This is an optimization exercise on Yosys and OpenROAD, whose aim is small area and a short achievable clock period, not a production implementation. No functional check of the RTL was part of any run shown here. Power figures rest on the tool's default switching activity, not on a simulated workload.

## design.v

```verilog
`default_nettype none
package fp16_pkg;
    typedef struct packed {
        logic       sign;
        logic [4:0] exp;         
        logic [9:0] frac;        
    } fp16_t;
    typedef struct packed {
        logic is_nan;
        logic is_inf;
        logic is_zero;
    } fp16_class_t;
endpackage
`default_nettype wire
`default_nettype none
package fma_pkg;
    typedef struct packed {
        logic       sign;
        logic [4:0] exp;
        logic [9:0] frac;
    } fp16_t;
    typedef struct packed {
        logic is_nan;
        logic is_inf;
        logic is_zero;
    } fp16_class_t;
    typedef enum logic [1:0] {PROD_NONE, PROD_NAN, PROD_INF, PROD_ZERO} prod_special_t;
    typedef enum logic [1:0] {SPEC_NAN, SPEC_INF, SPEC_PASS_C} special_kind_t;
    typedef struct packed {
        logic signed [6:0]     exp_sum;      
        logic                  sign;         
        logic [10:0]           sig_a;        
        logic [10:0]           sig_b;
        fp16_class_t           c_class;
        fp16_t                 c;
        prod_special_t         prod_special;
    } unpacked_t;
    typedef struct packed {
        logic signed [6:0] exp;              
        logic              sign;
        logic [47:0]       mag;              
        logic              special;
    } sum_t;
    typedef struct packed {
        logic [30:0]   pad;
        special_kind_t kind;
        logic [4:0]    exp;                  
        logic [9:0]    frac;
    } special_payload_t;
endpackage
`default_nettype wire
`default_nettype none
module fp16_unpack (
    input  logic [9:0]  f,
    output logic [3:0]  lz,
    output logic [9:0]  frac
);
    logic [10:0] sig, s8, s4, s2, s1;
    always_comb begin
        sig   = {1'b0, f};
        lz[3] = ~|sig[10:3];
        s8    = lz[3] ? {sig[2:0], 8'b0} : sig;
        lz[2] = ~|s8[10:7];
        s4    = lz[2] ? {s8[6:0], 4'b0} : s8;
        lz[1] = ~|s4[10:9];
        s2    = lz[1] ? {s4[8:0], 2'b0} : s4;
        lz[0] = ~s2[10];
        s1    = lz[0] ? {s2[9:0], 1'b0} : s2;
        frac  = s1[9:0];
    end
endmodule
`default_nettype wire
module fma_mul_tree (
    input  logic [9:0]  fa,
    input  logic [9:0]  fb,
    output logic [21:0] r0,
    output logic [21:0] r1
);
    logic one0, two0, neg0, pp0_0, pp0_1, pp0_2, pp0_3, pp0_4, pp0_5, pp0_6, pp0_7, pp0_8;
    logic pp0_9, pp0_10, pp0_11, sn0, one1, two1, neg1, pp1_0, pp1_1, pp1_2, pp1_3, pp1_4;
    logic pp1_5, pp1_6, pp1_7, pp1_8, pp1_9, pp1_10, pp1_11, sn1, one2, two2, neg2, pp2_0;
    logic pp2_1, pp2_2, pp2_3, pp2_4, pp2_5, pp2_6, pp2_7, pp2_8, pp2_9, pp2_10, pp2_11, sn2;
    logic one3, two3, neg3, pp3_0, pp3_1, pp3_2, pp3_3, pp3_4, pp3_5, pp3_6, pp3_7, pp3_8;
    logic pp3_9, pp3_10, pp3_11, sn3, one4, two4, neg4, pp4_0, pp4_1, pp4_2, pp4_3, pp4_4;
    logic pp4_5, pp4_6, pp4_7, pp4_8, pp4_9, pp4_10, pp4_11, sn4, one5, two5, neg5, pp5_0;
    logic pp5_1, pp5_2, pp5_3, pp5_4, pp5_5, pp5_6, pp5_7, pp5_8, pp5_9, pp5_10, pp5_11, t1;
    logic t2, t3, t4, t5, t6, t7, t8, t9, t10, t11, t12, t13;
    logic t14, t15, t16, t17, t18, t19, t20, t21, t22, t23, t24, t25;
    logic t26, t27, t28, t29, t30, t31, t32, t33, t34, t35, t36, t37;
    logic t38, t39, t40, t41, t42, t43, t44, t45, t46, t47, t48, t49;
    logic t50, t51, t52, t53, t54, t55, t56, t57, t58, t59, t60, t61;
    logic t62, t63, t64, t65, t66, t67, t68, t69, t70, t71, t72, t73;
    logic t74, t75, t76, t77, t78, t79, t80, t81, t82, t83, t84, t85;
    logic t86, t87, t88, t89, t90, t91, t92, t93, t94, t95, t96, t97;
    logic t98, t99, t100, t101, t102, t103, t104, t105, t106, t107, t108, t109;
    logic t110, t111, t112;
    assign one0 = fb[0] ^ 1'b0;
    assign two0 = (fb[1] & ~fb[0] & ~1'b0) | (~fb[1] & fb[0] & 1'b0);
    assign neg0 = fb[1];
    assign pp0_0 = ((one0 & fa[0]) | (two0 & 1'b0)) ^ neg0;
    assign pp0_1 = ((one0 & fa[1]) | (two0 & fa[0])) ^ neg0;
    assign pp0_2 = ((one0 & fa[2]) | (two0 & fa[1])) ^ neg0;
    assign pp0_3 = ((one0 & fa[3]) | (two0 & fa[2])) ^ neg0;
    assign pp0_4 = ((one0 & fa[4]) | (two0 & fa[3])) ^ neg0;
    assign pp0_5 = ((one0 & fa[5]) | (two0 & fa[4])) ^ neg0;
    assign pp0_6 = ((one0 & fa[6]) | (two0 & fa[5])) ^ neg0;
    assign pp0_7 = ((one0 & fa[7]) | (two0 & fa[6])) ^ neg0;
    assign pp0_8 = ((one0 & fa[8]) | (two0 & fa[7])) ^ neg0;
    assign pp0_9 = ((one0 & fa[9]) | (two0 & fa[8])) ^ neg0;
    assign pp0_10 = ((one0 & 1'b1) | (two0 & fa[9])) ^ neg0;
    assign pp0_11 = ((one0 & 1'b0) | (two0 & 1'b1)) ^ neg0;
    assign sn0 = ~neg0;
    assign one1 = fb[2] ^ fb[1];
    assign two1 = (fb[3] & ~fb[2] & ~fb[1]) | (~fb[3] & fb[2] & fb[1]);
    assign neg1 = fb[3];
    assign pp1_0 = ((one1 & fa[0]) | (two1 & 1'b0)) ^ neg1;
    assign pp1_1 = ((one1 & fa[1]) | (two1 & fa[0])) ^ neg1;
    assign pp1_2 = ((one1 & fa[2]) | (two1 & fa[1])) ^ neg1;
    assign pp1_3 = ((one1 & fa[3]) | (two1 & fa[2])) ^ neg1;
    assign pp1_4 = ((one1 & fa[4]) | (two1 & fa[3])) ^ neg1;
    assign pp1_5 = ((one1 & fa[5]) | (two1 & fa[4])) ^ neg1;
    assign pp1_6 = ((one1 & fa[6]) | (two1 & fa[5])) ^ neg1;
    assign pp1_7 = ((one1 & fa[7]) | (two1 & fa[6])) ^ neg1;
    assign pp1_8 = ((one1 & fa[8]) | (two1 & fa[7])) ^ neg1;
    assign pp1_9 = ((one1 & fa[9]) | (two1 & fa[8])) ^ neg1;
    assign pp1_10 = ((one1 & 1'b1) | (two1 & fa[9])) ^ neg1;
    assign pp1_11 = ((one1 & 1'b0) | (two1 & 1'b1)) ^ neg1;
    assign sn1 = ~neg1;
    assign one2 = fb[4] ^ fb[3];
    assign two2 = (fb[5] & ~fb[4] & ~fb[3]) | (~fb[5] & fb[4] & fb[3]);
    assign neg2 = fb[5];
    assign pp2_0 = ((one2 & fa[0]) | (two2 & 1'b0)) ^ neg2;
    assign pp2_1 = ((one2 & fa[1]) | (two2 & fa[0])) ^ neg2;
    assign pp2_2 = ((one2 & fa[2]) | (two2 & fa[1])) ^ neg2;
    assign pp2_3 = ((one2 & fa[3]) | (two2 & fa[2])) ^ neg2;
    assign pp2_4 = ((one2 & fa[4]) | (two2 & fa[3])) ^ neg2;
    assign pp2_5 = ((one2 & fa[5]) | (two2 & fa[4])) ^ neg2;
    assign pp2_6 = ((one2 & fa[6]) | (two2 & fa[5])) ^ neg2;
    assign pp2_7 = ((one2 & fa[7]) | (two2 & fa[6])) ^ neg2;
    assign pp2_8 = ((one2 & fa[8]) | (two2 & fa[7])) ^ neg2;
    assign pp2_9 = ((one2 & fa[9]) | (two2 & fa[8])) ^ neg2;
    assign pp2_10 = ((one2 & 1'b1) | (two2 & fa[9])) ^ neg2;
    assign pp2_11 = ((one2 & 1'b0) | (two2 & 1'b1)) ^ neg2;
    assign sn2 = ~neg2;
    assign one3 = fb[6] ^ fb[5];
    assign two3 = (fb[7] & ~fb[6] & ~fb[5]) | (~fb[7] & fb[6] & fb[5]);
    assign neg3 = fb[7];
    assign pp3_0 = ((one3 & fa[0]) | (two3 & 1'b0)) ^ neg3;
    assign pp3_1 = ((one3 & fa[1]) | (two3 & fa[0])) ^ neg3;
    assign pp3_2 = ((one3 & fa[2]) | (two3 & fa[1])) ^ neg3;
    assign pp3_3 = ((one3 & fa[3]) | (two3 & fa[2])) ^ neg3;
    assign pp3_4 = ((one3 & fa[4]) | (two3 & fa[3])) ^ neg3;
    assign pp3_5 = ((one3 & fa[5]) | (two3 & fa[4])) ^ neg3;
    assign pp3_6 = ((one3 & fa[6]) | (two3 & fa[5])) ^ neg3;
    assign pp3_7 = ((one3 & fa[7]) | (two3 & fa[6])) ^ neg3;
    assign pp3_8 = ((one3 & fa[8]) | (two3 & fa[7])) ^ neg3;
    assign pp3_9 = ((one3 & fa[9]) | (two3 & fa[8])) ^ neg3;
    assign pp3_10 = ((one3 & 1'b1) | (two3 & fa[9])) ^ neg3;
    assign pp3_11 = ((one3 & 1'b0) | (two3 & 1'b1)) ^ neg3;
    assign sn3 = ~neg3;
    assign one4 = fb[8] ^ fb[7];
    assign two4 = (fb[9] & ~fb[8] & ~fb[7]) | (~fb[9] & fb[8] & fb[7]);
    assign neg4 = fb[9];
    assign pp4_0 = ((one4 & fa[0]) | (two4 & 1'b0)) ^ neg4;
    assign pp4_1 = ((one4 & fa[1]) | (two4 & fa[0])) ^ neg4;
    assign pp4_2 = ((one4 & fa[2]) | (two4 & fa[1])) ^ neg4;
    assign pp4_3 = ((one4 & fa[3]) | (two4 & fa[2])) ^ neg4;
    assign pp4_4 = ((one4 & fa[4]) | (two4 & fa[3])) ^ neg4;
    assign pp4_5 = ((one4 & fa[5]) | (two4 & fa[4])) ^ neg4;
    assign pp4_6 = ((one4 & fa[6]) | (two4 & fa[5])) ^ neg4;
    assign pp4_7 = ((one4 & fa[7]) | (two4 & fa[6])) ^ neg4;
    assign pp4_8 = ((one4 & fa[8]) | (two4 & fa[7])) ^ neg4;
    assign pp4_9 = ((one4 & fa[9]) | (two4 & fa[8])) ^ neg4;
    assign pp4_10 = ((one4 & 1'b1) | (two4 & fa[9])) ^ neg4;
    assign pp4_11 = ((one4 & 1'b0) | (two4 & 1'b1)) ^ neg4;
    assign sn4 = ~neg4;
    assign one5 = 1'b1 ^ fb[9];
    assign two5 = (1'b0 & ~1'b1 & ~fb[9]) | (~1'b0 & 1'b1 & fb[9]);
    assign neg5 = 1'b0;
    assign pp5_0 = ((one5 & fa[0]) | (two5 & 1'b0)) ^ neg5;
    assign pp5_1 = ((one5 & fa[1]) | (two5 & fa[0])) ^ neg5;
    assign pp5_2 = ((one5 & fa[2]) | (two5 & fa[1])) ^ neg5;
    assign pp5_3 = ((one5 & fa[3]) | (two5 & fa[2])) ^ neg5;
    assign pp5_4 = ((one5 & fa[4]) | (two5 & fa[3])) ^ neg5;
    assign pp5_5 = ((one5 & fa[5]) | (two5 & fa[4])) ^ neg5;
    assign pp5_6 = ((one5 & fa[6]) | (two5 & fa[5])) ^ neg5;
    assign pp5_7 = ((one5 & fa[7]) | (two5 & fa[6])) ^ neg5;
    assign pp5_8 = ((one5 & fa[8]) | (two5 & fa[7])) ^ neg5;
    assign pp5_9 = ((one5 & fa[9]) | (two5 & fa[8])) ^ neg5;
    assign pp5_10 = ((one5 & 1'b1) | (two5 & fa[9])) ^ neg5;
    assign pp5_11 = ((one5 & 1'b0) | (two5 & 1'b1)) ^ neg5;
    assign {t2, t1} = pp0_6 + pp1_4;
    assign {t4, t3} = pp0_7 + pp1_5;
    assign {t6, t5} = pp0_8 + pp1_6 + pp2_4;
    assign {t8, t7} = pp3_2 + pp4_0;
    assign {t10, t9} = pp0_9 + pp1_7 + pp2_5;
    assign {t12, t11} = pp3_3 + pp4_1;
    assign {t14, t13} = pp0_10 + pp1_8 + pp2_6;
    assign {t16, t15} = pp3_4 + pp4_2 + pp5_0;
    assign {t18, t17} = pp0_11 + pp1_9 + pp2_7;
    assign {t20, t19} = pp3_5 + pp4_3 + pp5_1;
    assign {t22, t21} = neg0 + pp1_10 + pp2_8;
    assign {t24, t23} = pp3_6 + pp4_4 + pp5_2;
    assign {t26, t25} = pp1_11 + pp2_9 + pp3_7;
    assign {t28, t27} = pp4_5 + pp5_3 + neg0;
    assign {t30, t29} = sn1 + pp2_10 + pp3_8;
    assign {t32, t31} = pp4_6 + pp5_4 + sn0;
    assign {t34, t33} = pp2_11 + pp3_9 + pp4_7;
    assign {t36, t35} = pp5_5 + 1'b1;
    assign {t38, t37} = sn2 + pp3_10 + pp4_8;
    assign {t40, t39} = pp3_11 + pp4_9;
    assign {t42, t41} = pp0_4 + pp1_2;
    assign {t44, t43} = pp0_5 + pp1_3;
    assign {t46, t45} = pp2_2 + pp3_0 + neg3;
    assign {t48, t47} = pp2_3 + pp3_1 + t3;
    assign {t50, t49} = neg4 + t5 + t7;
    assign {t52, t51} = t9 + t11 + t6;
    assign {t54, t53} = t13 + t15 + t10;
    assign {t56, t55} = t17 + t19 + t14;
    assign {t58, t57} = t21 + t23 + t18;
    assign {t60, t59} = t25 + t27 + t22;
    assign {t62, t61} = t29 + t31 + t26;
    assign {t64, t63} = t33 + t35 + t30;
    assign {t66, t65} = pp5_6 + t37 + t34;
    assign {t68, t67} = pp5_7 + 1'b1 + t39;
    assign {t70, t69} = sn3 + pp4_10 + pp5_8;
    assign {t72, t71} = pp4_11 + pp5_9;
    assign {t74, t73} = pp0_2 + pp1_0;
    assign {t76, t75} = pp0_3 + pp1_1;
    assign {t78, t77} = pp2_0 + neg2 + t41;
    assign {t80, t79} = pp2_1 + t43 + t42;
    assign {t82, t81} = t1 + t45 + t44;
    assign {t84, t83} = t2 + t47 + t46;
    assign {t86, t85} = t4 + t49 + t48;
    assign {t88, t87} = t8 + t51 + t50;
    assign {t90, t89} = t12 + t53 + t52;
    assign {t92, t91} = t16 + t55 + t54;
    assign {t94, t93} = t20 + t57 + t56;
    assign {t96, t95} = t24 + t59 + t58;
    assign {t98, t97} = t28 + t61 + t60;
    assign {t100, t99} = t32 + t63 + t62;
    assign {t102, t101} = t36 + t65 + t64;
    assign {t104, t103} = t38 + t67 + t66;
    assign {t106, t105} = t40 + t69 + t68;
    assign {t108, t107} = 1'b1 + t71 + t70;
    assign {t110, t109} = sn4 + pp5_10 + t72;
    assign {t112, t111} = pp5_11 + 1'b1;
    assign r0[0] = pp0_0;
    assign r1[0] = neg0;
    assign r0[1] = pp0_1;
    assign r1[1] = '0;
    assign r0[2] = neg1;
    assign r1[2] = t73;
    assign r0[3] = t75;
    assign r1[3] = t74;
    assign r0[4] = t77;
    assign r1[4] = t76;
    assign r0[5] = t79;
    assign r1[5] = t78;
    assign r0[6] = t81;
    assign r1[6] = t80;
    assign r0[7] = t83;
    assign r1[7] = t82;
    assign r0[8] = t85;
    assign r1[8] = t84;
    assign r0[9] = t87;
    assign r1[9] = t86;
    assign r0[10] = t89;
    assign r1[10] = t88;
    assign r0[11] = t91;
    assign r1[11] = t90;
    assign r0[12] = t93;
    assign r1[12] = t92;
    assign r0[13] = t95;
    assign r1[13] = t94;
    assign r0[14] = t97;
    assign r1[14] = t96;
    assign r0[15] = t99;
    assign r1[15] = t98;
    assign r0[16] = t101;
    assign r1[16] = t100;
    assign r0[17] = t103;
    assign r1[17] = t102;
    assign r0[18] = t105;
    assign r1[18] = t104;
    assign r0[19] = t107;
    assign r1[19] = t106;
    assign r0[20] = t109;
    assign r1[20] = t108;
    assign r0[21] = t111;
    assign r1[21] = t110;
endmodule
`default_nettype none
module fma_normalize_pack (
    input  logic [25:0] x,
    output logic [4:0]  lead
);
    always_comb begin
        lead = '0;
        for (int i = 0; i < 26; i++) begin
            if (x[i]) begin
                lead = 5'(i);
            end
        end
    end
endmodule
`default_nettype wire
`timescale 1ns/1ns
`default_nettype none
module fp16_fma_top (
    input  logic        clk,
    input  logic        rst_n,
    input  logic        in_valid,
    input  logic [15:0] a,
    input  logic [15:0] b,
    input  logic [15:0] c,
    output logic [15:0] result,
    output logic        out_valid
);
    logic        a_sub, b_sub, c_sub;
    logic        a_nan, a_inf, a_zero, b_nan, b_inf, b_zero, c_nan, c_inf, c_zero;
    logic        prod_nan, prod_inf, prod_zero;
    logic [3:0]  lz_a, lz_b, lz_c;
    logic [9:0]  fa_s, fb_s, fc_s, fa_n, fb_n, fc_n;
    logic [5:0]  xa, xb, xc;
    fp16_unpack u_na (.f(a[9:0]), .lz(lz_a), .frac(fa_s));
    fp16_unpack u_nb (.f(b[9:0]), .lz(lz_b), .frac(fb_s));
    fp16_unpack u_nc (.f(c[9:0]), .lz(lz_c), .frac(fc_s));
    always_comb begin
        a_sub  = a[14:10] == '0;
        b_sub  = b[14:10] == '0;
        c_sub  = c[14:10] == '0;
        a_nan  = (&a[14:10]) & (|a[9:0]);
        a_inf  = (&a[14:10]) & ~(|a[9:0]);
        a_zero = a_sub & ~(|a[9:0]);
        b_nan  = (&b[14:10]) & (|b[9:0]);
        b_inf  = (&b[14:10]) & ~(|b[9:0]);
        b_zero = b_sub & ~(|b[9:0]);
        c_nan  = (&c[14:10]) & (|c[9:0]);
        c_inf  = (&c[14:10]) & ~(|c[9:0]);
        c_zero = c_sub & ~(|c[9:0]);
        prod_nan  = a_nan | b_nan | (a_inf & b_zero) | (a_zero & b_inf);
        prod_inf  = ~prod_nan & (a_inf | b_inf);
        prod_zero = a_zero | b_zero;
        fa_n = a_sub ? fa_s : a[9:0];
        fb_n = b_sub ? fb_s : b[9:0];
        fc_n = c_sub ? fc_s : c[9:0];
        xa = a_sub ? 6'(6'd1 - 6'(lz_a)) : {1'b0, a[14:10]};
        xb = b_sub ? 6'(6'd1 - 6'(lz_b)) : {1'b0, b[14:10]};
        xc = c_sub ? 6'(6'd1 - 6'(lz_c)) : {1'b0, c[14:10]};
    end
    logic [9:0]  s2_fa, s2_fb, s2_fc;
    logic [5:0]  s2_xa, s2_xb, s2_xc;
    logic        s2_cz, s2_sp, s2_sc, s2_nan, s2_inf, s2_pc;
    always_ff @(posedge clk) begin
        s2_fa  <= fa_n;
        s2_fb  <= fb_n;
        s2_fc  <= fc_n;
        s2_xa  <= xa;
        s2_xb  <= xb;
        s2_xc  <= xc;
        s2_cz  <= c_zero;
        s2_sp  <= a[15] ^ b[15];
        s2_sc  <= c[15];
        s2_nan <= prod_nan | c_nan | (prod_inf & c_inf & (a[15] ^ b[15] ^ c[15]));
        s2_inf <= prod_inf;
        s2_pc  <= c_inf | prod_zero;
    end
    logic [21:0] t_r0, t_r1;
    logic [7:0]  d;
    fma_mul_tree u_tree (.fa(s2_fa), .fb(s2_fb), .r0(t_r0), .r1(t_r1));
    always_comb begin
        d = 8'(signed'(s2_xa)) + 8'(signed'(s2_xb)) - 8'd14 - 8'(signed'(s2_xc));
    end
    logic [21:0] s3_r0, s3_r1;
    logic [9:0]  s3_fc;
    logic [7:0]  s3_d;
    logic [5:0]  s3_xc;
    logic        s3_cz, s3_sp, s3_sc, s3_nan, s3_inf, s3_pc;
    always_ff @(posedge clk) begin
        s3_r0  <= t_r0;
        s3_r1  <= t_r1;
        s3_fc  <= s2_fc;
        s3_d   <= d;
        s3_xc  <= s2_xc;
        s3_cz  <= s2_cz;
        s3_sp  <= s2_sp;
        s3_sc  <= s2_sc;
        s3_nan <= s2_nan;
        s3_inf <= s2_inf;
        s3_pc  <= s2_pc;
    end
    logic [21:0] prod;
    always_comb begin
        prod = s3_r0 + s3_r1;
    end
    logic [21:0] s4_prod;
    logic [9:0]  s4_fc;
    logic [7:0]  s4_d;
    logic [5:0]  s4_xc;
    logic        s4_cz, s4_sp, s4_sc, s4_nan, s4_inf, s4_pc;
    always_ff @(posedge clk) begin
        s4_prod <= prod;
        s4_fc   <= s3_fc;
        s4_d    <= s3_d;
        s4_xc   <= s3_xc;
        s4_cz   <= s3_cz;
        s4_sp   <= s3_sp;
        s4_sc   <= s3_sc;
        s4_nan  <= s3_nan;
        s4_inf  <= s3_inf;
        s4_pc   <= s3_pc;
    end
    logic signed [7:0] sd;
    logic [7:0]        ad;
    logic [4:0]        shc, sidx, shamt;
    logic [6:0]        lp, lc;
    logic              p21, mant_ge, pb, st_en;
    logic [9:0]        pm;
    always_comb begin
        sd      = signed'(s4_d);
        p21     = s4_prod[21];
        pm      = p21 ? s4_prod[20:11] : s4_prod[19:10];
        mant_ge = pm >= s4_fc;
        pb      = ~s4_pc & (s4_cz | (sd > 8'sd1) | ((sd == 8'sd1) & (p21 | mant_ge)) |
                            ((sd == 8'sd0) & p21 & mant_ge));
        ad      = (sd >= 1) ? 8'(sd + 8'sd1) : 8'(8'sd1 - sd);
        shc     = (ad > 8'd25) ? 5'd25 : ad[4:0];
        sidx    = (ad > 8'd25) ? 5'd22 : 5'(ad[4:0] - 5'd3);
        shamt   = (sd == 8'sd1) ? {2'b0, pb, 1'b0} : shc;
        st_en   = p21 ? (((sd >= 8'sd2) & (sd <= 8'sd46)) | ((sd <= -8'sd2) & (sd >= -8'sd46)))
                      : (((sd >= 8'sd2) & (sd <= 8'sd47)) | ((sd <= -8'sd2) & (sd >= -8'sd45)));
        lc      = 7'd24 - 7'(signed'(s4_xc));
        lp      = lc - 7'(s4_d);
    end
    logic [21:0] s5_prod;
    logic [9:0]  s5_fc;
    logic [4:0]  s5_shamt, s5_sidx;
    logic        s5_pb, s5_st_en, s5_cz, s5_pc;
    logic [6:0]  s5_e;
    logic        s5_sign, s5_sub, s5_nan, s5_inf;
    always_ff @(posedge clk) begin
        s5_prod  <= s4_prod;
        s5_fc    <= s4_fc;
        s5_shamt <= shamt;
        s5_sidx  <= sidx;
        s5_pb    <= pb;
        s5_st_en <= st_en;
        s5_cz    <= s4_cz;
        s5_pc    <= s4_pc;
        s5_e     <= pb ? lp : lc;
        s5_sign  <= (s4_inf | pb) ? s4_sp : s4_sc;
        s5_sub   <= ~s4_pc & (s4_sp ^ s4_sc);
        s5_nan   <= s4_nan;
        s5_inf   <= s4_inf;
    end
    logic [21:0] c_frame, big;
    logic [22:0] sml;
    logic [22:0] po;
    logic [24:0] s_win;
    logic        sticky;
    always_comb begin
        c_frame = s5_cz ? 22'b0 : {1'b1, s5_fc, 11'b0};
        big     = s5_pb ? s5_prod : c_frame;
        if (s5_pc) begin
            sml = '0;
        end else if (s5_pb) begin
            sml = {c_frame, 1'b0};
        end else begin
            sml = {s5_prod, 1'b0};
        end
        s_win  = {sml, 2'b0} >> s5_shamt;
        po[0]  = sml[0];
        for (int k = 1; k < 23; k++) begin
            po[k] = po[k-1] | sml[k];
        end
        sticky = s5_st_en & po[s5_sidx];
    end
    logic [21:0] s6_big;
    logic [25:0] s6_small;
    logic [6:0]  s6_e;
    logic        s6_sign, s6_sub, s6_nan, s6_inf;
    always_ff @(posedge clk) begin
        s6_big   <= big;
        s6_small <= {s_win, sticky} ^ {26{s5_sub}};
        s6_e     <= s5_e;
        s6_sign  <= s5_sign;
        s6_sub   <= s5_sub;
        s6_nan   <= s5_nan;
        s6_inf   <= s5_inf;
    end
    logic [25:0] fsum;
    always_comb begin
        fsum = {1'b0, s6_big, 3'b0} + s6_small + 26'(s6_sub);
    end
    logic [25:0] s7_f;
    logic [6:0]  s7_e;
    logic        s7_sign, s7_sub, s7_nan, s7_inf;
    always_ff @(posedge clk) begin
        s7_f    <= fsum;
        s7_e    <= s6_e;
        s7_sign <= s6_sign;
        s7_sub  <= s6_sub;
        s7_nan  <= s6_nan;
        s7_inf  <= s6_inf;
    end
    logic [4:0]        lead;
    logic signed [7:0] en;
    logic signed [7:0] sube, lim_sub;
    logic [25:0]       above_sub, from_ovf;
    logic              ovf, subn, fzero;
    logic [5:0]        nsh;
    logic [4:0]        exp_r;
    fma_normalize_pack u_lead (.x(s7_f), .lead(lead));
    always_comb begin
        lim_sub = signed'(s7_e) + 8'sd0;
        for (int i = 0; i < 26; i++) begin
            above_sub[i] = signed'(8'(i)) > lim_sub;
            from_ovf[i]  = signed'(8'(i - 31)) >= lim_sub;
        end
        subn  = ~|(s7_f & above_sub);
        ovf   = |(s7_f & from_ovf);
        en    = signed'(8'(lead) - 8'(signed'(s7_e)));
        fzero = s7_f == '0;
        sube  = lim_sub + 8'sd1;
        nsh   = subn ? ((sube > 8'sd36) ? 6'd36 : sube[5:0]) : 6'(lead);
        exp_r = (subn | fzero) ? 5'd0 : en[4:0];
    end
    logic [25:0] s8_f;
    logic [5:0]  s8_nsh;
    logic [4:0]  s8_exp;
    logic        s8_sign, s8_ovf, s8_nan;
    always_ff @(posedge clk) begin
        s8_f    <= s7_f;
        s8_nsh  <= nsh;
        s8_exp  <= exp_r;
        s8_sign <= s7_inf ? s7_sign : (s7_sign & ~(fzero & s7_sub));
        s8_ovf  <= s7_inf | (ovf & ~fzero);
        s8_nan  <= s7_nan;
    end
    logic [35:0] win;
    logic [15:0] packed_res;
    always_comb begin
        win = {s8_f, 10'b0} >> s8_nsh;
        if (s8_nan) begin
            packed_res = 16'h7e00;
        end else if (s8_ovf) begin
            packed_res = {s8_sign, 5'h1f, 10'b0};
        end else begin
            packed_res = {s8_sign, s8_exp, win[9:0]};
        end
    end
    always_ff @(posedge clk) begin
        result <= packed_res;
    end
    logic [7:0] vld;
    always_ff @(posedge clk or negedge rst_n) begin
        if (!rst_n) begin
            vld <= '0;
        end else begin
            vld <= {vld[6:0], in_valid};
        end
    end
    assign out_valid = vld[7];
endmodule
`default_nettype wire
```

## run.sh

```bash
#!/bin/bash
# synth_recipe.tcl (not shown) runs the flow's synth.tcl, then flattens the netlist and writes it again
# the make line also repeats each setting of config.mk as NAME=value (left out here)
make -C /OpenROAD-flow-scripts/flow DESIGN_CONFIG=/design/flow/config.mk WORK_HOME=/design/flow/orfs CLKGATE_MAP_FILE= SYNTH_SCRIPT=/design/flow/synth_recipe.tcl finish
```

## config.mk

```make
export PLATFORM = sky130hd
export DESIGN_NAME = fp16_fma_top
export DESIGN_NICKNAME = fp16_fma_top
export VERILOG_FILES = /design/flow/design.v
export SDC_FILE = /design/flow/constraint.sdc
export NUM_CORES = 4
export LEC_CHECK = 0
export CAP_MARGIN = 20
export CORE_MARGIN = 2
export CORE_UTILIZATION = 40
export SETUP_SLACK_MARGIN = 4.8
export SLEW_MARGIN = 20
```

## constraint.sdc

```tcl
create_clock -name core_clock -period 8.0 [get_ports {clk}]
set_input_delay 1.6000 -clock core_clock [delete_from_list [all_inputs] [get_ports {clk}]]
set_output_delay 1.6000 -clock core_clock [all_outputs]
set_load 0.01 [all_outputs]
```

==> impl_metrics.json, run 1 <==
{
  "outcome": "complete, no violations",
  "p_per_area_nw_per_um2": 394,
  "holdCritPathClass": "reg -> reg",
  "synth_seq_area_share": 0.354,
  "rsz0062_at_grt": "true",
  "synth_seq_cells": 396,
  "globalplace.congestion": 0.939,
  "boundaryPins": 68,
  "switching_power_mw": 4.09,
  "drt-total-wl_microns": 57100,
  "synth.avg_cell_area_sq_um": 8.84,
  "diodes": 0,
  "maxSlewHeadroom": 0.300,
  "timing.setup.tns_ps": 0,
  "grt_pass1_wl_microns": 91300,
  "htreeDepth": 2,
  "path_clk_slew_ps": 60,
  "postSynth.asyncResetShare": 0.0202,
  "endpoint_kind": "register",
  "critPathKind": "in -> reg",
  "fp.coreArea_sq_um": 55400,
  "initial_utilization": 0.406,
  "yosys_most_used_dff": "dfxtp_1",
  "ys_types": 97,
  "maxCapViolations": 0,
  "cpMostUsedCell": "nor2_4",
  "fp.dieArea_sq_um": 58200,
  "area_delta_synth_final_pct": 14.0,
  "p_leak_nw": 10.6,
  "nNetsFinal": 2750,
  "cts_root_buf": "clkbuf_16",
  "drt_iter0_markers": 1083,
  "layout-drive-gt1-share": 0.108,
  "yosysTopAreaCell": "dfxtp_1",
  "worstMarginPinSlew_ps": 1050,
  "power_frac_comb": 0.466,
  "synthTopCellsByArea": "dfxtp_1, ha_1, a21oi_1",
  "clock_skew_ps": 25.2,
  "ant_nets": 0,
  "die_h_microns": 241,
  "drv_slew": 0,
  "first_pass_iters": 5,
  "syn_inst": 2547,
  "synth_edf_count": 0,
  "avgRoutedWirePerCell_microns": 17.2,
  "vias": 18100,
  "drc_errors": 0,
  "clk_latency_ps": 590,
  "place_inst": 3224,
  "required_ps": 8470,
  "dp_hpwl_microns": 42400,
  "worstPathArrival_ps": 3610,
  "irDropWorstVdd_mv": 0.166,
  "grt_max_degree": 65,
  "final_area_sq_um": 25700,
  "post_dp_cell_area_sq_um": 23700,
  "sw_frac_of_total": 0.404,
  "cts_buffers": 45,
  "period_needed_ps": 3140,
  "vias_per_cell": 5.46,
  "port-buffer-count": 67,
  "syn-num-nets": 2756,
  "setup_viol": 0,
  "slowest_stage": "or3_4",
  "synth_top_area_share": 0.345,
  "max_freq_mhz": 319,
  "track_usage": 0.195,
  "grt_pass1_vias": 17500,
  "cts_hold_buf": 0,
  "chipWidth_microns": 241,
  "grt-ovfl-total": 0,
  "ys_warn_count": 3,
  "row_count": 86,
  "crit_chain": "clkdlybuf4s50_1 -> or3_4 -> nor2_4 -> nor2_4 -> mux2_4 -> a211oi_1 -> o21ai_1",
  "power.total_mw": 10.1,
  "clkSinkCount": 396,
  "finalHoldViolations": 0,
  "timing.final.crit_share": 0.392,
  "cts_tree": "done",
  "p_int_mw": 6.03,
  "antenna_found_initial": 0,
  "cp-start-kind": "input port",
  "p_clk_frac": 0.207,
  "cts.path.max_buffers": 3,
  "n_fill_cell": 5304,
  "crit_path_max_fanout": 9,
  "sequentialPowerShare": 0.327,
  "synth.cell_area_sq_um": 22500,
  "worst_path_largest_cell_delay_ps": 510,
  "stdcell_count": 3323
}
-- registers in the layout (all words and copies together) (netlist names), 7 cells and up --
name / count
s4_d: 8
s3_r0: 22
s7_e: 7
s3_r1: 21
s2_fc: 10
s5_e: 7
s6_big: 22
result: 16
s2_fa: 10
s7_f: 26
vld: 8
s3_d: 8
s2_fb: 10
s4_fc: 10
s4_prod: 22
s6_e: 7
s6_small: 26
s5_prod: 22
s8_f: 26
s5_fc: 10
s3_fc: 10
-- per-layer routing --
metal | vias up | share of wire | track usage
li1 | 9038 | - | -
met1 | 8553 | 0.42 | 0.229
met2 | 436 | 0.51 | 0.359
met3 | 113 | 0.040 | 0.0231
met4 | 0 | 0.033 | 0.0761
met5 | - | 0 | 0
-- power groups by stage --
stage          logic (mW)  clock network, mW  registers, mW
3_3_place_gp         4.60                  0           3.33
3_5_place_dp         4.63                  0           3.34
2_1_floorplan        3.79                  0           2.98
6_report             4.71               2.09           3.31
4_1_cts              4.68               2.15           3.30
5_1_grt              5.27               2.23           3.39
-- per-stage QoR --
step / hold slack [ps] / util / setup WS, ps
after floorplan: 310 / - / 4700
after global placement: 310 / 0.428 / 3920
after detailed placement: 312 / 0.428 / 3890
after CTS: 325 / 0.459 / 4730
after global routing: 327 / 0.463 / 4730
final: 323 / 0.463 / 4860
-- cell type report --
cell class | count | area [sq um] | area share
tap | 748 | 936 | 0.0365
timing repair buffer | 101 | 980 | 0.0382
multi-input combinational | 1848 | 13600 | 0.532
clock buffer | 51 | 1170 | 0.0455
sequential | 396 | 8000 | 0.311
clock inverter | 30 | 382 | 0.0149
inverter | 149 | 563 | 0.0219
-- worst max-delay path, delay by kind of cell --
kind	cells	cell delay [ps]
mux	1	320
simple gates	3	840
buf+inv	1	500
compound gates	2	340
-- cell usage in the layout, fill, tap and decap left out, drive strengths merged, types with 42 or more instances in the layout --
| master | synthesis | final |
|---|---|---|
| xnor2 | 82 | 82 |
| o21ai | 185 | 185 |
| inv | 145 | 153 |
| fa | 46 | 46 |
| clkdlybuf4s50 | 0 | 55 |
| nor2 | 164 | 164 |
| clkbuf | 102 | 52 |
| dfxtp | 388 | 388 |
| nor3 | 49 | 49 |
| mux2i | 76 | 76 |
| nand2 | 223 | 223 |
| ha | 112 | 112 |
| nand3 | 62 | 62 |
| a21oi | 194 | 194 |
| nand2b | 47 | 47 |
| a21o | 41 | 42 |
-- cell families after synthesis --
logic type      after synthesis  share of synthesized area
buf+inv                     304                     0.0534
flops                       396                      0.354
mux                         148                     0.0874
compound gates              690                      0.193
xor+xnor                    109                     0.0424
fa+ha+maj                   178                      0.112
simple gates                722                      0.158
-- timing repair --
action                                  in CTS  in global routing
buffers inserted                            10                  7
gates resized for setup                     34                 51
pin swaps                                    4                 13
endpoints found under the setup margin      62                 50
cloned                                       0                  1
-- Yosys cell counts (15+ instances only) --
cell and n:
buf_2 32, nand3b_1 15, nor2_1 162, or3_1 15
mux2_2 31, inv_1 138, mux4_2 35, nand2_1 223
nand2b_1 47, o22ai_1 27, buf_1 17, nor3_1 47
o31ai_1 20, a211oi_1 25, nor2b_1 31, xor2_1 27
fa_1 46, o211ai_1 19, maj3_1 20, nor4_1 20
a31oi_1 25, ha_1 112, o21bai_1 22, clkbuf_1 102
a21oi_1 192, a21o_1 41, o21ai_0 173, xnor2_1 82
nand3_1 62, o21a_1 15, a22oi_1 20, dfxtp_1 388
and2_1 29, mux2i_1 76
-- path summary, 6_finish.rpt --
check | startpoint | endpoint | slack (ps) | depth (start not counted)
min in group asynchronous | rst_n | vld[7] | 1300 | 1
max in group asynchronous | rst_n | vld[6] | 6460 | 1
min reg2reg | s2_fc[1] | s3_fc[1] | 320 | 0
min | s2_fc[1] | s3_fc[1] | 320 | 0
max reg2reg | s2_fb[9] | s3_r0[15] | 4930 | 12
max | a[8] | s2_fa[6] | 4860 | 7
==> run 2, diff against run 1 <==
--- a/design.v
+++ b/design.v
@@ -306,4 +306,38 @@
 endmodule
 `default_nettype wire
+`default_nettype none
+module fma_add_bk #(
+    parameter int W = 8
+) (
+    input  logic [W-1:0] a,
+    input  logic [W-1:0] b,
+    input  logic         cin,
+    output logic [W-1:0] sum
+);
+    logic [W-1:0] p0, g, p;
+    always_comb begin
+        p0 = a ^ b;
+        g  = a & b;
+        p  = p0;
+        g[0] = g[0] | (p[0] & cin);
+        for (int l = 0; (1 << l) < W; l++) begin
+            for (int i = (2 << l) - 1; i < W; i += (2 << l)) begin
+                g[i] = g[i] | (p[i] & g[i - (1 << l)]);
+                p[i] = p[i] & p[i - (1 << l)];
+            end
+        end
+        for (int l = 4; l >= 0; l--) begin                   
+            for (int i = (3 << l) - 1; i < W; i += (2 << l)) begin
+                g[i] = g[i] | (p[i] & g[i - (1 << l)]);
+                p[i] = p[i] & p[i - (1 << l)];
+            end
+        end
+        sum[0] = p0[0] ^ cin;
+        for (int i = 1; i < W; i++) begin
+            sum[i] = p0[i] ^ g[i-1];
+        end
+    end
+endmodule
+`default_nettype wire
 `timescale 1ns/1ns
 `default_nettype none
@@ -392,7 +426,5 @@
     end
     logic [21:0] prod;
-    always_comb begin
-        prod = s3_r0 + s3_r1;
-    end
+    fma_add_bk #(.W(22)) u_cpa (.a(s3_r0), .b(s3_r1), .cin(1'b0), .sum(prod));
     logic [21:0] s4_prod;
     logic [9:0]  s4_fc;
@@ -491,7 +523,5 @@
     end
     logic [25:0] fsum;
-    always_comb begin
-        fsum = {1'b0, s6_big, 3'b0} + s6_small + 26'(s6_sub);
-    end
+    fma_add_bk #(.W(26)) u_add (.a({1'b0, s6_big, 3'b0}), .b(s6_small), .cin(s6_sub), .sum(fsum));
     logic [25:0] s7_f;
     logic [6:0]  s7_e;
--- a/config.mk
+++ b/config.mk
@@ -6,7 +6,10 @@
 export NUM_CORES = 4
 export LEC_CHECK = 0
+export ABC_AREA = 1
 export CAP_MARGIN = 20
 export CORE_MARGIN = 2
 export CORE_UTILIZATION = 40
+export CTS_CLUSTER_DIAMETER = 100
+export CTS_CLUSTER_SIZE = 28
 export SETUP_SLACK_MARGIN = 4.8
 export SLEW_MARGIN = 20
==> impl_metrics.json, run 2 <==
{
  "outcome": "complete, no violations",
  "boundaryPins": 68,
  "row_count": 82,
  "final_area_sq_um": 23000,
  "track_usage": 0.197,
  "synthMostInstantiatedCell": "nand2_1",
  "synth_top_area_share": 0.385,
  "initial_utilization": 0.404,
  "synth_common_cells": "nand2_1, dfxtp_1, inv_1, o21ai_0, nor2_1",
  "layout-drive-gt1-share": 0.102,
  "slowest_stage": "o21ai_0",
  "die_h_microns": 229,
  "cts_tree": "done",
  "p_leak_nw": 10.7,
  "crit_path_max_fanout": 6,
  "fp.coreArea_sq_um": 50000,
  "required_ps": 8470,
  "yosysTopAreaCell": "dfxtp_1",
  "crit_chain": "dlygate4sd2_1 -> inv_2 -> nand4_1 -> nor2_4 -> inv_4 -> o21ai_4 -> nor2_4 -> nand2_4 -> buf_4 -> inv_2 -> o21ai_0 -> nand2_1 -> o21ai_1 -> nand2_1 -> o211ai_1",
  "chipWidth_microns": 229,
  "timing.final.crit_share": 0.400,
  "hold_start": "s3_pc",
  "globalplace.congestion": 1.00,
  "max_freq_mhz": 313,
  "top_regs": "s6_small x26, s7_f x26, s8_f x26",
  "first_pass_iters": 6,
  "htreeDepth": 1,
  "nNetsFinal": 2832,
  "cts_hold_buf": 0,
  "diodes": 0,
  "synth_seq_cells": 396,
  "avgRoutedWirePerCell_microns": 16.3,
  "grt_max_degree": 35,
  "drt-total-wl_microns": 53400,
  "worstPathArrival_ps": 3670,
  "synth_seq_area_share": 0.395,
  "ys_types": 63,
  "min_path_cells": 0,
  "holdCritPathClass": "reg -> reg",
  "layout_commonest_cell": "nand2_1",
  "synth_edf_count": 0,
  "syn_inst": 2520,
  "path_buf_inv": 5,
  "timing.setup.tns_ps": 0,
  "port-buffer-count": 67,
  "synth-simple-area-share": 0.171,
  "rr_startpoint": "s2_fb[5]",
  "vias_per_cell": 5.13,
  "ant_nets": 0,
  "maxCapViolations": 0,
  "period_needed_ps": 3200,
  "endpoint_kind": "register",
  "r2r_slack_ps": 4930,
  "finalHoldViolations": 0,
  "synth.avg_cell_area_sq_um": 8.01,
  "drc_errors": 0,
  "grt_pass1_vias": 16200,
  "drt_iter0_markers": 1300,
  "cts.path.max_buffers": 3,
  "drv_slew": 0,
  "synth.cell_area_sq_um": 20200,
  "path_clk_slew_ps": 120,
  "synth_top_family_by_area": "simple AND/OR/NAND/NOR gates",
  "worstMarginPinSlew_ps": 850,
  "synthTopCellsByArea": "dfxtp_1, nand2_1, ha_1",
  "dp_hpwl_microns": 41100,
  "cp-start-kind": "input port",
  "grt_pass1_wl_microns": 84100,
  "rsz0062_at_grt": "true",
  "area_delta_synth_final_pct": 14.2,
  "synth_compound_area_frac": 0.157,
  "vias": 16800,
  "setup_viol": 0,
  "post_dp_cell_area_sq_um": 21400,
  "grt-ovfl-total": 0,
  "crit_family": "compound AO/OA/AOI/OAI gates",
  "maxSlewHeadroom": 0.432,
  "clk_latency_ps": 560,
  "cts_root_buf": "clkbuf_16",
  "clkSinkCount": 396,
  "syn-num-nets": 2748,
  "worst_r2r_endpoint": "s3_r0[12]",
  "critPathKind": "in -> reg",
  "p_per_area_nw_per_um2": 361,
  "synth_mux_area_frac": 0.00545,
  "yosys.area_share.xor_xnor": 0.0551,
  "worst_path_largest_cell_delay_ps": 370,
  "mostFrequentLayoutCells": "nand2_1, dfxtp_1, inv_1",
  "synthAdderAreaFrac": 0.135,
  "r2r_cells": 9,
  "postSynth.asyncResetShare": 0.0202,
  "min_to": "s4_pc",
  "ys_warn_count": 5,
  "antenna_found_initial": 0,
  "fp.dieArea_sq_um": 52300,
  "cts_buffers": 19,
  "yosys_most_used_dff": "dfxtp_1",
  "clock_skew_ps": 22.9,
  "irDropWorstVdd_mv": 0.141
}
==> run 2: cell type report <==
| type | count | area [sq um] |
|---|---|---|
| Multi-Input combinational cell | 1691 | 11000 |
| Inverter | 358 | 1380 |
| Clock inverter | 6 | 86.3 |
| Fill cell | 4940 | 26900 |
| Clock buffer | 23 | 520 |
| Tap cell | 672 | 841 |
| Sequential cell | 396 | 7990 |
| Timing Repair Buffer | 138 | 1270 |
==> run 2: repair_timing <==
action	4_1_cts	5_1_grt
buffers inserted	15	48
gates resized for setup	51	110
cloned	0	1
setup endpoints to repair	57	58
pin swaps	13	31
==> run 2: cell families (layout without fill, tap and decap cells) <==
family,count (synthesis),in the layout
AOI/OAI and AO/OA,540,540
xor gates and xnor gates,127,127
adders and majority gates,177,177
buffers and inverters,433,525
DFF,396,396
muxes,11,11
and+or+nand+nor,836,836
==> run 2: worst max-delay path by stage <==
stage | endpoint | slack, ps | startpoint | depth (start not counted)
after detailed placement | s2_xa[3] | 3620 | a[9] | 15
after global placement | s2_xa[3] | 3550 | a[9] | 15
final | s2_fb[6] | 4800 | b[4] | 15
after floorplan | s2_xc[3] | 4790 | c[6] | 13
after CTS | s2_xb[3] | 4800 | b[3] | 15
after global routing | s2_fb[6] | 4690 | b[9] | 15
==> run 2: metal layers <==
metal  part of all wire  track usage
met1               0.41        0.237
met2               0.50        0.359
met3              0.046       0.0231
met4              0.043       0.0762
met5                  0            0
==> run 2: worst reg2reg max path, delay by kind of cell (launching register included) <==
| family | cells | cell delay [ps] |
|---|---|---|
| DFF | 1 | 400 |
| buffers and inverters | 2 | 300 |
| xor gates and xnor gates | 1 | 180 |
| and+or+nand+nor | 1 | 180 |
| AOI/OAI and AO/OA | 2 | 320 |
| adders and majority gates | 3 | 1610 |
==> run 2: through the flow <==
step,utilization,power (mW),cells,setup slack [ps],hold WS [ps]
6_report,0.461,8.32,3284,4800,310
5_1_grt,0.461,9.12,3284,4690,320
4_1_cts,0.447,8.29,3235,4800,320
3_5_place_dp,0.429,7.10,3191,3620,312
3_3_place_gp,0.429,7.04,3191,3550,311
2_1_floorplan,-,5.93,2520,4790,310
==> run 2: power breakdown <==
group	internal [mW]	total [mW]	switching [mW]
clock network	0.512	1.16	0.647
logic	1.48	3.95	2.48
registers	2.64	3.20	0.560
total	4.63	8.32	3.68
==> run 3, diff against run 2 <==
--- a/design.v
+++ b/design.v
@@ -52,20 +52,18 @@
 `default_nettype none
 module fp16_unpack (
-    input  logic [9:0]  f,
+    input  logic [10:0] sig,
     output logic [3:0]  lz,
     output logic [9:0]  frac
 );
-    logic [10:0] sig, s8, s4, s2, s1;
+    logic [10:0] norm;
     always_comb begin
-        sig   = {1'b0, f};
-        lz[3] = ~|sig[10:3];
-        s8    = lz[3] ? {sig[2:0], 8'b0} : sig;
-        lz[2] = ~|s8[10:7];
-        s4    = lz[2] ? {s8[6:0], 4'b0} : s8;
-        lz[1] = ~|s4[10:9];
-        s2    = lz[1] ? {s4[8:0], 2'b0} : s4;
-        lz[0] = ~s2[10];
-        s1    = lz[0] ? {s2[9:0], 1'b0} : s2;
-        frac  = s1[9:0];
+        lz = '0;
+        for (int i = 0; i < 11; i++) begin
+            if (sig[i]) begin
+                lz = 4'(10 - i);
+            end
+        end
+        norm = sig << lz;
+        frac = norm[9:0];
     end
 endmodule
@@ -306,38 +304,4 @@
 endmodule
 `default_nettype wire
-`default_nettype none
-module fma_add_bk #(
-    parameter int W = 8
-) (
-    input  logic [W-1:0] a,
-    input  logic [W-1:0] b,
-    input  logic         cin,
-    output logic [W-1:0] sum
-);
-    logic [W-1:0] p0, g, p;
-    always_comb begin
-        p0 = a ^ b;
-        g  = a & b;
-        p  = p0;
-        g[0] = g[0] | (p[0] & cin);
-        for (int l = 0; (1 << l) < W; l++) begin
-            for (int i = (2 << l) - 1; i < W; i += (2 << l)) begin
-                g[i] = g[i] | (p[i] & g[i - (1 << l)]);
-                p[i] = p[i] & p[i - (1 << l)];
-            end
-        end
-        for (int l = 4; l >= 0; l--) begin                   
-            for (int i = (3 << l) - 1; i < W; i += (2 << l)) begin
-                g[i] = g[i] | (p[i] & g[i - (1 << l)]);
-                p[i] = p[i] & p[i - (1 << l)];
-            end
-        end
-        sum[0] = p0[0] ^ cin;
-        for (int i = 1; i < W; i++) begin
-            sum[i] = p0[i] ^ g[i-1];
-        end
-    end
-endmodule
-`default_nettype wire
 `timescale 1ns/1ns
 `default_nettype none
@@ -356,9 +320,9 @@
     logic        prod_nan, prod_inf, prod_zero;
     logic [3:0]  lz_a, lz_b, lz_c;
-    logic [9:0]  fa_s, fb_s, fc_s, fa_n, fb_n, fc_n;
+    logic [9:0]  fa_n, fb_n, fc_n;
     logic [5:0]  xa, xb, xc;
-    fp16_unpack u_na (.f(a[9:0]), .lz(lz_a), .frac(fa_s));
-    fp16_unpack u_nb (.f(b[9:0]), .lz(lz_b), .frac(fb_s));
-    fp16_unpack u_nc (.f(c[9:0]), .lz(lz_c), .frac(fc_s));
+    fp16_unpack u_na (.sig({~a_sub, a[9:0]}), .lz(lz_a), .frac(fa_n));
+    fp16_unpack u_nb (.sig({~b_sub, b[9:0]}), .lz(lz_b), .frac(fb_n));
+    fp16_unpack u_nc (.sig({~c_sub, c[9:0]}), .lz(lz_c), .frac(fc_n));
     always_comb begin
         a_sub  = a[14:10] == '0;
@@ -377,7 +341,4 @@
         prod_inf  = ~prod_nan & (a_inf | b_inf);
         prod_zero = a_zero | b_zero;
-        fa_n = a_sub ? fa_s : a[9:0];
-        fb_n = b_sub ? fb_s : b[9:0];
-        fc_n = c_sub ? fc_s : c[9:0];
         xa = a_sub ? 6'(6'd1 - 6'(lz_a)) : {1'b0, a[14:10]};
         xb = b_sub ? 6'(6'd1 - 6'(lz_b)) : {1'b0, b[14:10]};
@@ -425,61 +386,79 @@
         s3_pc  <= s2_pc;
     end
-    logic [21:0] prod;
-    fma_add_bk #(.W(22)) u_cpa (.a(s3_r0), .b(s3_r1), .cin(1'b0), .sum(prod));
+    logic [21:0]       prod;
+    logic signed [7:0] sd;
+    logic [7:0]        ad;
+    logic [4:0]        shc, sidx;
+    logic [6:0]        ep;
+    always_comb begin
+        prod = s3_r0 + s3_r1;
+        sd   = signed'(s3_d);
+        ad   = (sd >= 1) ? 8'(sd + 8'sd1) : 8'(8'sd1 - sd);
+        shc  = (ad > 8'd25) ? 5'd25 : ad[4:0];
+        sidx = (ad > 8'd25) ? 5'd22 : 5'(ad[4:0] - 5'd3);
+        ep   = 7'(signed'(s3_xc)) + 7'(s3_d);
+    end
     logic [21:0] s4_prod;
     logic [9:0]  s4_fc;
-    logic [7:0]  s4_d;
+    logic [4:0]  s4_shc, s4_sidx;
+    logic [6:0]  s4_ep;
     logic [5:0]  s4_xc;
+    logic        s4_dgt1, s4_deq1, s4_deq0, s4_st_en0, s4_st_en1;
     logic        s4_cz, s4_sp, s4_sc, s4_nan, s4_inf, s4_pc;
     always_ff @(posedge clk) begin
-        s4_prod <= prod;
-        s4_fc   <= s3_fc;
-        s4_d    <= s3_d;
-        s4_xc   <= s3_xc;
-        s4_cz   <= s3_cz;
-        s4_sp   <= s3_sp;
-        s4_sc   <= s3_sc;
-        s4_nan  <= s3_nan;
-        s4_inf  <= s3_inf;
-        s4_pc   <= s3_pc;
+        s4_prod   <= prod;
+        s4_fc     <= s3_fc;
+        s4_shc    <= shc;
+        s4_sidx   <= sidx;
+        s4_ep     <= ep;
+        s4_xc     <= s3_xc;
+        s4_dgt1   <= sd > 8'sd1;
+        s4_deq1   <= sd == 8'sd1;
+        s4_deq0   <= sd == 8'sd0;
+        s4_st_en0 <= ((sd >= 8'sd2) & (sd <= 8'sd47)) | ((sd <= -8'sd2) & (sd >= -8'sd45));
+        s4_st_en1 <= ((sd >= 8'sd2) & (sd <= 8'sd46)) | ((sd <= -8'sd2) & (sd >= -8'sd46));
+        s4_cz     <= s3_cz;
+        s4_sp     <= s3_sp;
+        s4_sc     <= s3_sc;
+        s4_nan    <= s3_nan;
+        s4_inf    <= s3_inf;
+        s4_pc     <= s3_pc;
     end
-    logic signed [7:0] sd;
-    logic [7:0]        ad;
-    logic [4:0]        shc, sidx, shamt;
-    logic [6:0]        lp, lc;
-    logic              p21, mant_ge, pb, st_en;
-    logic [9:0]        pm;
+    logic        p21, mant_ge, pb, st_en;
+    logic [9:0]  pm;
+    logic [21:0] c_frame, big;
+    logic [22:0] sml;
+    logic [4:0]  shamt;
     always_comb begin
-        sd      = signed'(s4_d);
         p21     = s4_prod[21];
         pm      = p21 ? s4_prod[20:11] : s4_prod[19:10];
         mant_ge = pm >= s4_fc;
-        pb      = ~s4_pc & (s4_cz | (sd > 8'sd1) | ((sd == 8'sd1) & (p21 | mant_ge)) |
-                            ((sd == 8'sd0) & p21 & mant_ge));
-        ad      = (sd >= 1) ? 8'(sd + 8'sd1) : 8'(8'sd1 - sd);
-        shc     = (ad > 8'd25) ? 5'd25 : ad[4:0];
-        sidx    = (ad > 8'd25) ? 5'd22 : 5'(ad[4:0] - 5'd3);
-        shamt   = (sd == 8'sd1) ? {2'b0, pb, 1'b0} : shc;
-        st_en   = p21 ? (((sd >= 8'sd2) & (sd <= 8'sd46)) | ((sd <= -8'sd2) & (sd >= -8'sd46)))
-                      : (((sd >= 8'sd2) & (sd <= 8'sd47)) | ((sd <= -8'sd2) & (sd >= -8'sd45)));
-        lc      = 7'd24 - 7'(signed'(s4_xc));
-        lp      = lc - 7'(s4_d);
+        pb      = ~s4_pc & (s4_cz | s4_dgt1 | (s4_deq1 & (p21 | mant_ge)) |
+                            (s4_deq0 & p21 & mant_ge));
+        st_en   = p21 ? s4_st_en1 : s4_st_en0;
+        c_frame = s4_cz ? 22'b0 : {1'b1, s4_fc, 11'b0};
+        big     = pb ? s4_prod : c_frame;
+        if (s4_pc) begin
+            sml = '0;
+        end else if (pb) begin
+            sml = {c_frame, 1'b0};
+        end else begin
+            sml = {s4_prod, 1'b0};
+        end
+        shamt   = s4_deq1 ? {2'b0, pb, 1'b0} : s4_shc;
     end
-    logic [21:0] s5_prod;
-    logic [9:0]  s5_fc;
+    logic [21:0] s5_big;
+    logic [22:0] s5_sml;
     logic [4:0]  s5_shamt, s5_sidx;
-    logic        s5_pb, s5_st_en, s5_cz, s5_pc;
+    logic        s5_st_en;
     logic [6:0]  s5_e;
     logic        s5_sign, s5_sub, s5_nan, s5_inf;
     always_ff @(posedge clk) begin
-        s5_prod  <= s4_prod;
-        s5_fc    <= s4_fc;
+        s5_big   <= big;
+        s5_sml   <= sml;
         s5_shamt <= shamt;
-        s5_sidx  <= sidx;
-        s5_pb    <= pb;
+        s5_sidx  <= s4_sidx;
         s5_st_en <= st_en;
-        s5_cz    <= s4_cz;
-        s5_pc    <= s4_pc;
-        s5_e     <= pb ? lp : lc;
+        s5_e     <= pb ? s4_ep : 7'(signed'(s4_xc));
         s5_sign  <= (s4_inf | pb) ? s4_sp : s4_sc;
         s5_sub   <= ~s4_pc & (s4_sp ^ s4_sc);
@@ -487,23 +466,12 @@
         s5_inf   <= s4_inf;
     end
-    logic [21:0] c_frame, big;
-    logic [22:0] sml;
     logic [22:0] po;
     logic [24:0] s_win;
     logic        sticky;
     always_comb begin
-        c_frame = s5_cz ? 22'b0 : {1'b1, s5_fc, 11'b0};
-        big     = s5_pb ? s5_prod : c_frame;
-        if (s5_pc) begin
-            sml = '0;
-        end else if (s5_pb) begin
-            sml = {c_frame, 1'b0};
-        end else begin
-            sml = {s5_prod, 1'b0};
-        end
-        s_win  = {sml, 2'b0} >> s5_shamt;
-        po[0]  = sml[0];
+        s_win  = {s5_sml, 2'b0} >> s5_shamt;
+        po[0]  = s5_sml[0];
         for (int k = 1; k < 23; k++) begin
-            po[k] = po[k-1] | sml[k];
+            po[k] = po[k-1] | s5_sml[k];
         end
         sticky = s5_st_en & po[s5_sidx];
@@ -514,5 +482,5 @@
     logic        s6_sign, s6_sub, s6_nan, s6_inf;
     always_ff @(posedge clk) begin
-        s6_big   <= big;
+        s6_big   <= s5_big;
         s6_small <= {s_win, sticky} ^ {26{s5_sub}};
         s6_e     <= s5_e;
@@ -523,5 +491,7 @@
     end
     logic [25:0] fsum;
-    fma_add_bk #(.W(26)) u_add (.a({1'b0, s6_big, 3'b0}), .b(s6_small), .cin(s6_sub), .sum(fsum));
+    always_comb begin
+        fsum = {1'b0, s6_big, 3'b0} + s6_small + 26'(s6_sub);
+    end
     logic [25:0] s7_f;
     logic [6:0]  s7_e;
@@ -537,5 +507,5 @@
     logic [4:0]        lead;
     logic signed [7:0] en;
-    logic signed [7:0] sube, lim_sub;
+    logic signed [7:0] sube, lim_sub, lim_ovf;
     logic [25:0]       above_sub, from_ovf;
     logic              ovf, subn, fzero;
@@ -544,14 +514,15 @@
     fma_normalize_pack u_lead (.x(s7_f), .lead(lead));
     always_comb begin
-        lim_sub = signed'(s7_e) + 8'sd0;
+        lim_sub = signed'(8'd24 - 8'(signed'(s7_e)));
+        lim_ovf = signed'(8'd55 - 8'(signed'(s7_e)));
         for (int i = 0; i < 26; i++) begin
             above_sub[i] = signed'(8'(i)) > lim_sub;
-            from_ovf[i]  = signed'(8'(i - 31)) >= lim_sub;
+            from_ovf[i]  = signed'(8'(i)) >= lim_ovf;
         end
         subn  = ~|(s7_f & above_sub);
         ovf   = |(s7_f & from_ovf);
-        en    = signed'(8'(lead) - 8'(signed'(s7_e)));
+        en    = signed'(8'(signed'(s7_e)) + 8'(lead) - 8'd24);
         fzero = s7_f == '0;
-        sube  = lim_sub + 8'sd1;
+        sube  = signed'(8'd25 - 8'(signed'(s7_e)));
         nsh   = subn ? ((sube > 8'sd36) ? 6'd36 : sube[5:0]) : 6'(lead);
         exp_r = (subn | fzero) ? 5'd0 : en[4:0];
--- a/config.mk
+++ b/config.mk
@@ -6,10 +6,7 @@
 export NUM_CORES = 4
 export LEC_CHECK = 0
-export ABC_AREA = 1
 export CAP_MARGIN = 20
 export CORE_MARGIN = 2
 export CORE_UTILIZATION = 40
-export CTS_CLUSTER_DIAMETER = 100
-export CTS_CLUSTER_SIZE = 28
 export SETUP_SLACK_MARGIN = 4.8
 export SLEW_MARGIN = 20
==> impl_metrics.json, run 3 <==
{
  "rsz0062_at_grt": "true",
  "synth.avg_cell_area_sq_um": 9.05,
  "n_fill_cell": 5166,
  "synth_seq_cells": 419,
  "drc_errors": 0,
  "htreeDepth": 2,
  "r2r_slack_ps": 4760,
  "diodes": 0,
  "layout_commonest_cell": "dfxtp_1",
  "setup_viol": 0,
  "synth.cell_area_sq_um": 22200,
  "drt-total-wl_microns": 55100,
  "grt_max_degree": 66,
  "clock_skew_ps": 34.7,
  "synthMostInstantiatedCell": "dfxtp_1",
  "grt-ovfl-total": 0,
  "mostFrequentLayoutCells": "dfxtp_1, nor2_1, a21oi_1",
  "synth_common_cells": "dfxtp_1, nor2_1, a21oi_1, nand2_1, inv_1",
  "yosysTopAreaCell": "dfxtp_1",
  "synth_top_area_share": 0.370,
  "worstPathArrival_ps": 3720,
  "cp-start-kind": "register",
  "track_usage": 0.190,
  "postSynth.asyncResetShare": 0.0191,
  "grt_pass1_wl_microns": 88500,
  "crit_path_max_fanout": 7,
  "vias": 17500,
  "vias_per_cell": 5.36,
  "dp_hpwl_microns": 40500,
  "p_per_area_nw_per_um2": 401,
  "maxCapViolations": 0,
  "fp.coreArea_sq_um": 55000,
  "port-buffer-count": 67,
  "cts.path.max_buffers": 3,
  "routed.top_layer": "met4",
  "first_pass_iters": 5,
  "grt_pass1_vias": 16900,
  "seq_area_sq_um": 8470,
  "maxSlewHeadroom": 0.394,
  "layout-drive-gt1-share": 0.131,
  "area_delta_synth_final_pct": 16.6,
  "fp.dieArea_sq_um": 57500,
  "cts_buffers": 46,
  "synth_seq_area_share": 0.379,
  "top_regs": "s6_small x26, s7_f x26, s8_f x26",
  "outcome": "complete, no violations",
  "die_h_microns": 240,
  "ys_types": 82,
  "multi_input_area_sq_um": 13100,
  "worst_slack_ps": 4760,
  "irDropWorstVdd_mv": 0.179,
  "finalHoldViolations": 0,
  "initial_utilization": 0.404,
  "wl_met1_microns": 23400,
  "worstMarginPinSlew_ps": 908,
  "place_ws_ps": 3480,
  "row_count": 86,
  "nNetsFinal": 2706,
  "drt_iter0_markers": 1077,
  "endpoint_kind": "register",
  "synthTopCellsByArea": "dfxtp_1, ha_1, fa_1",
  "antenna_found_initial": 0,
  "timing.setup.tns_ps": 0,
  "wl_met2_microns": 27400,
  "ys_warn_count": 3,
  "avgRoutedWirePerCell_microns": 16.8,
  "critPathKind": "reg -> reg",
  "required_ps": 8480,
  "p_leak_nw": 11.1,
  "clk_latency_ps": 600,
  "drv_slew": 0,
  "boundaryPins": 68,
  "yosys_most_used_dff": "dfxtp_1",
  "post_dp_cell_area_sq_um": 23500,
  "period_needed_ps": 3240,
  "cts_root_buf": "clkbuf_16",
  "holdCritPathClass": "reg -> reg",
  "chipWidth_microns": 240,
  "cts_tree": "done",
  "clkSinkCount": 419,
  "synth_edf_count": 0,
  "final_area_sq_um": 25900,
  "max_freq_mhz": 309,
  "timing.final.crit_share": 0.405,
  "path_clk_slew_ps": 60,
  "met3_length_microns": 2620,
  "syn-num-nets": 2674,
  "ant_nets": 0,
  "globalplace.congestion": 0.926,
  "syn_inst": 2455
}
run 3: repair_timing:
item                       in CTS  in global routing
cloned                          0                  3
buffers inserted               11                 30
setup endpoints to repair      76                 87
hold buffers                    0                  0
pin swaps                       5                 18
resized for setup              48                 90
run 3: area by class of cell:
type                    count  area share
flip-flops and latches    419       0.327
multi-input cells        1752       0.507
inverters                 146      0.0218
clock buffers              59      0.0502
clock inverters            23      0.0122
well taps                 748      0.0361
repair buffers            122      0.0460
run 3: worst max-delay path: stages (launching register included):
cell	delay, ps
dfxtp_4	360
inv_8	80
ha_4	160
nor2b_4	180
nor3_4	50
a2111o_1	410
or4_4	630
o221a_4	320
nor4_4	310
o2111ai_2	150
buf_6	170
mux2_4	290
run 3: power by group:
group	internal, mW	switching [mW]	total, mW	leakage (nW)
combinational	2.20	2.50	4.70	6.72
clock	1.29	0.880	2.17	0.794
sequential	2.84	0.683	3.52	3.54
run 3: worst paths after layout:
kind | start | depth (start not counted) | end
worst max-delay path | s7_e[1] | 11 | s8_nsh[1]
worst min-delay path | s3_fc[3] | 0 | s4_fc[3]
worst max register to register | s7_e[1] | 11 | s8_nsh[1]
worst min register to register | s3_fc[3] | 0 | s4_fc[3]
max in group asynchronous | rst_n | 1 | vld[7]
min in group asynchronous | rst_n | 1 | vld[2]
run 3: metrics by stage:
stage          std cells  power [mW]  hold slack (ps)  utilization
2_1_floorplan       2455        6.76              310            -
3_3_place_gp        3143        7.95              310        0.427
3_5_place_dp        3143        7.97              312        0.427
4_1_cts             3236        10.3              324        0.461
5_1_grt             3269        11.2              328        0.471
6_report            3269        10.4              323        0.471
run 3: cell families (layout without fill, tap and decap cells):
| logic type | count (synthesis) | count (layout) | share of synthesized area |
|---|---|---|---|
| adder cells (fa/ha/maj) | 186 | 186 | 0.119 |
| AND/OR/NAND/NOR | 693 | 693 | 0.149 |
| buffers and inverters | 286 | 350 | 0.0490 |
| flip-flops | 419 | 419 | 0.379 |
| multiplexers | 164 | 164 | 0.0885 |
| XOR/XNOR | 124 | 124 | 0.0489 |
| AO/OA/AOI/OAI | 583 | 585 | 0.167 |
run 3: layer usage:
layer | track usage | up-vias
li1 | - | 8692
met1 | 0.235 | 8220
met2 | 0.338 | 495
met3 | 0.0275 | 112
met4 | 0.0608 | 0
met5 | 0 | -

-- re-timing with driven ports --
Ports are ideal in the flow. The routed layouts listed here were re-timed in OpenROAD. Step 1 sets driving cells, clkbuf_16 on the clock port and buf_2 on the other inputs (assumed; they add their load-dependent delay and slew). Step 2 adds t to the input delays and takes it off the output delays; t is the mean of the earliest and latest rising clock arrival at the registers after step 1. Input paths then give back, and output paths get back, about the clock's delay inside the block. a / b / c = ideal ports / drivers / drivers and shift; a / b = the first two.
| run | t (ns) | slack for setup (ns) | worst data-port slew with drivers (ns) |
|---|---|---|---|
| run 1 | 0.642 | 4.861 / 4.891 / 4.249 | 0.06 |
| run 2 | 0.605 | 4.803 / 4.831 / 4.225 | 0.04 |
| run 3 | 0.643 | 4.762 / 4.762 / 4.231 | 0.05 |
After both steps every run listed still meets setup and hold. The setup slack of run 1, which loses most, moves by +0.030 ns with the drivers and by -0.612 ns with both steps.
